What follows belongs to an exercise in optimizing a design on an open flow for small area and a short achievable clock period; a production flow would make more cautious choices.
Only simulation tests tie the RTL to the original design; equivalence was not proved.
Power is estimated from default activity; no workload was simulated.

==> flow/design.v (excerpt) <==
module sMachine (
    input  logic        clk,
    input  logic        rstN,
    input  logic [15:0] instr,
    output logic [7:0]  pc,
    output logic [15:0] regA,
    output logic [15:0] regB,
    output logic [2:0]  flags
);
    logic [15:0] a, b;       
    logic        fz, fn, fc;
    logic [1:0] cls;
    logic [1:0] mOp;
    logic       rs;
    logic [2:0] mode;
    logic [7:0] addr;
    assign cls  = instr[15:14];
    assign mOp  = instr[13:12];
    assign rs   = instr[11];
    assign mode = instr[10:8];
    assign addr = instr[7:0];
    logic isMem, isFlg;
    assign isMem = (cls == 2'b00);
    assign isFlg = (cls == 2'b11);
    logic [15:0] selReg;
    logic        storeEn;
    logic        loadRam;
    assign selReg  = rs ? b : a;
    assign storeEn = isMem && (mOp == 2'b01);
    assign loadRam = isMem && (mOp == 2'b00) && !mode[2];
    logic [15:0] ram [256];
    logic [15:0]  rLoN, rHiN, wLoN, wHiN;
    logic [255:0] rSel, wSel;
    ramPredec   rLoDec (.x(addr[3:0]), .yN(rLoN));
    ramPredec   rHiDec (.x(addr[7:4]), .yN(rHiN));
    ramPredecEn wLoDec (.x(addr[3:0]), .en(storeEn), .yN(wLoN));
    ramPredec   wHiDec (.x(addr[7:4]), .yN(wHiN));
    for (genvar g = 0; g < 16; g++) begin : gWord
        ramWordSel rWs (.loN(rLoN), .hiN(rHiN[g]), .y(rSel[16*g +: 16]));
        ramWordSel wWs (.loN(wLoN), .hiN(wHiN[g]), .y(wSel[16*g +: 16]));
    end
    for (genvar w = 0; w < 256; w++) begin : gRam
        always_ff @(posedge clk) begin
            if (wSel[w]) begin
                ram[w] <= selReg;
            end
        end
    end
  ...
Size in the first run: ~8,800 cells after synthesis, ~4,200 flip-flops, ~160,000 µm² of cells after synthesis.
clock: 4.5 ns
lec_check: 0
cap_margin: 20
core_margin: 2
core_utilization: 55
cts_cluster_diameter: 100
cts_cluster_size: 30
setup_slack_margin: 1.8
slew_margin: 20
synth_hierarchical: 1
synth_minimum_keep_size: 0
tns_end_percent: 10
standard.sh (not shown) runs the stock make flow with config.mk's settings and CLKGATE_MAP_FILE= SYNTH_SCRIPT=/design/flow/synth_recipe.tcl, a recipe that flattens the netlist after the stock synthesis.
==> flow/flow/run.sh <==
#!/bin/bash
# Own flow: the standard layout, with the port buffers made from
# sky130_fd_sc_hd__buf_4 instead of the delay buffer that buffer_ports picks.
# Every tool's output stays in the ORFS logs; make's output goes to standard.log.
set -euo pipefail
export BUFFER_PORTS_ARGS="-buffer_cell sky130_fd_sc_hd__buf_4"
bash standard.sh > standard.log 2>&1
The first run went through all stages and came out clean.
Edit:
--- a/flow/design.v
+++ b/flow/design.v
@@ -212,30 +212,38 @@
 endmodule
 module ramNor4 (
     input  logic a, b, c, d,
     output logic y
 );
     assign y = ~(a | b | c | d);
 endmodule
 module ramMerge (
-    input  logic [15:0] a,
-    input  logic [15:0] b,
-    input  logic [15:0] c,
+    input  logic [15:0] p0,
+    input  logic [15:0] p1,
+    input  logic        sel,
+    input  logic [15:0] other,
     output logic [15:0] y
 );
-    assign y = a | b | c;
+    assign y = ((p0 | p1) & {16{sel}}) | other;
 endmodule
 module ramMergeOut (
-    input  logic [15:0] a,
-    input  logic [15:0] b,
-    input  logic [15:0] c,
+    input  logic [15:0] p0,
+    input  logic [15:0] p1,
+    input  logic        sel,
+    input  logic [15:0] other,
     output logic [15:0] y
 );
-    assign y = a | b | c;
+    assign y = ((p0 | p1) & {16{sel}}) | other;
+endmodule
+module ramFlagCopy (
+    input  logic a,
+    output logic y
+);
+    assign y = a;
 endmodule
 `default_nettype wire
 `timescale 1ns/1ps
 `default_nettype none
 module sMachine (
     input  logic        clk,
     input  logic        rstN,
     input  logic [15:0] instr,
@@ -397,37 +405,45 @@
         end else if (isFlg && mOp == 2'b01) begin
             zNext = fz | mode[2];  nNext = fn | mode[1];  cNext = fc | mode[0];
         end else if (isFlg && mOp == 2'b10) begin
             zNext = fz & ~mode[2]; nNext = fn & ~mode[1]; cNext = fc & ~mode[0];
         end else if (isFlg) begin
             zNext = 1'b0;  nNext = 1'b0;  cNext = 1'b0;
         end
     end
-    logic [15:0] aR, bR, rdA0, rdA1, rdB0, rdB1;
+    logic [15:0] aR, bR, rdR0, rdR1;
+    logic        ldA, ldB;
     always_ff @(posedge clk) begin
         aR   <= aOther;
         bR   <= bOther;
-        rdA0 <= rdP0 & {16{loadAR}};
-        rdA1 <= rdP1 & {16{loadAR}};
-        rdB0 <= rdP0 & {16{loadBR}};
-        rdB1 <= rdP1 & {16{loadBR}};
+        ldA  <= loadAR;
+        ldB  <= loadBR;
+        rdR0 <= rdP0;
+        rdR1 <= rdP1;
     end
-    ramMerge mergeA (.a(aR), .b(rdA0), .c(rdA1), .y(a));
-    ramMerge mergeB (.a(bR), .b(rdB0), .c(rdB1), .y(b));
+    ramMerge mergeA (.p0(rdR0), .p1(rdR1), .sel(ldA), .other(aR), .y(a));
+    ramMerge mergeB (.p0(rdR0), .p1(rdR1), .sel(ldB), .other(bR), .y(b));
     always_ff @(posedge clk) begin
         if (!rstN) begin
             pc <= '0;
             fz <= 1'b0;
             fn <= 1'b0;
             fc <= 1'b0;
         end else begin
             pc <= (isMem && mOp == 2'b11 && taken) ? addr : pc + 8'd1;
             fz <= zNext;
             fn <= nNext;
             fc <= cNext;
         end
     end
-    ramMergeOut outA (.a(aR), .b(rdA0), .c(rdA1), .y(regA));
-    ramMergeOut outB (.a(bR), .b(rdB0), .c(rdB1), .y(regB));
+    logic ldAOut, ldBOut, loadAOut, loadBOut;
+    ramFlagCopy cpA (.a(loadAR), .y(loadAOut));
+    ramFlagCopy cpB (.a(loadBR), .y(loadBOut));
+    always_ff @(posedge clk) begin
+        ldAOut <= loadAOut;
+        ldBOut <= loadBOut;
+    end
+    ramMergeOut outA (.p0(rdR0), .p1(rdR1), .sel(ldAOut), .other(aR), .y(regA));
+    ramMergeOut outB (.p0(rdR0), .p1(rdR1), .sel(ldBOut), .other(bR), .y(regB));
     assign flags = {fz, fn, fc};
 endmodule
 `default_nettype wire
What happened: The new run completed without violations. Clock power stays flat. Worst setup slack gets better by 0.11 ns. Synthesized area hardly moves. Design area decreases by a few percent. Clock skew went down by 0.0082 ns.

==> re-timing with driven ports <==
In the flow no input, the clock included, has a driving cell. The finished layouts below were timed again as built, in two steps.
Step 1 (the two cells are an assumption about what drives the block):
set clk [get_ports {clk}]
set_driving_cell -lib_cell sky130_fd_sc_hd__clkbuf_16 $clk
set_driving_cell -lib_cell sky130_fd_sc_hd__buf_2 [delete_from_list [all_inputs] $clk]
Step 2 moves the port delays by t, midway between the first and last clock arrival at a register: inputs arrive t later, outputs are due t later. That takes back most of the time a late clock gives input paths.
Slacks: ideal ports / drivers / drivers and shift; pairs: ideal ports / drivers.
run | shift t [ns] | setup WS [ns] | latest minus earliest clock arrival (ns) | worst slew at a driven data input, ns
the first run | 1.008 | 1.420 / 1.344 / 0.336 | 0.056 / 0.055 | 0.37
the second run | 1.000 | 1.531 / 1.447 / 0.447 | 0.056 / 0.056 | 0.39
After both steps every run listed still meets setup and hold.
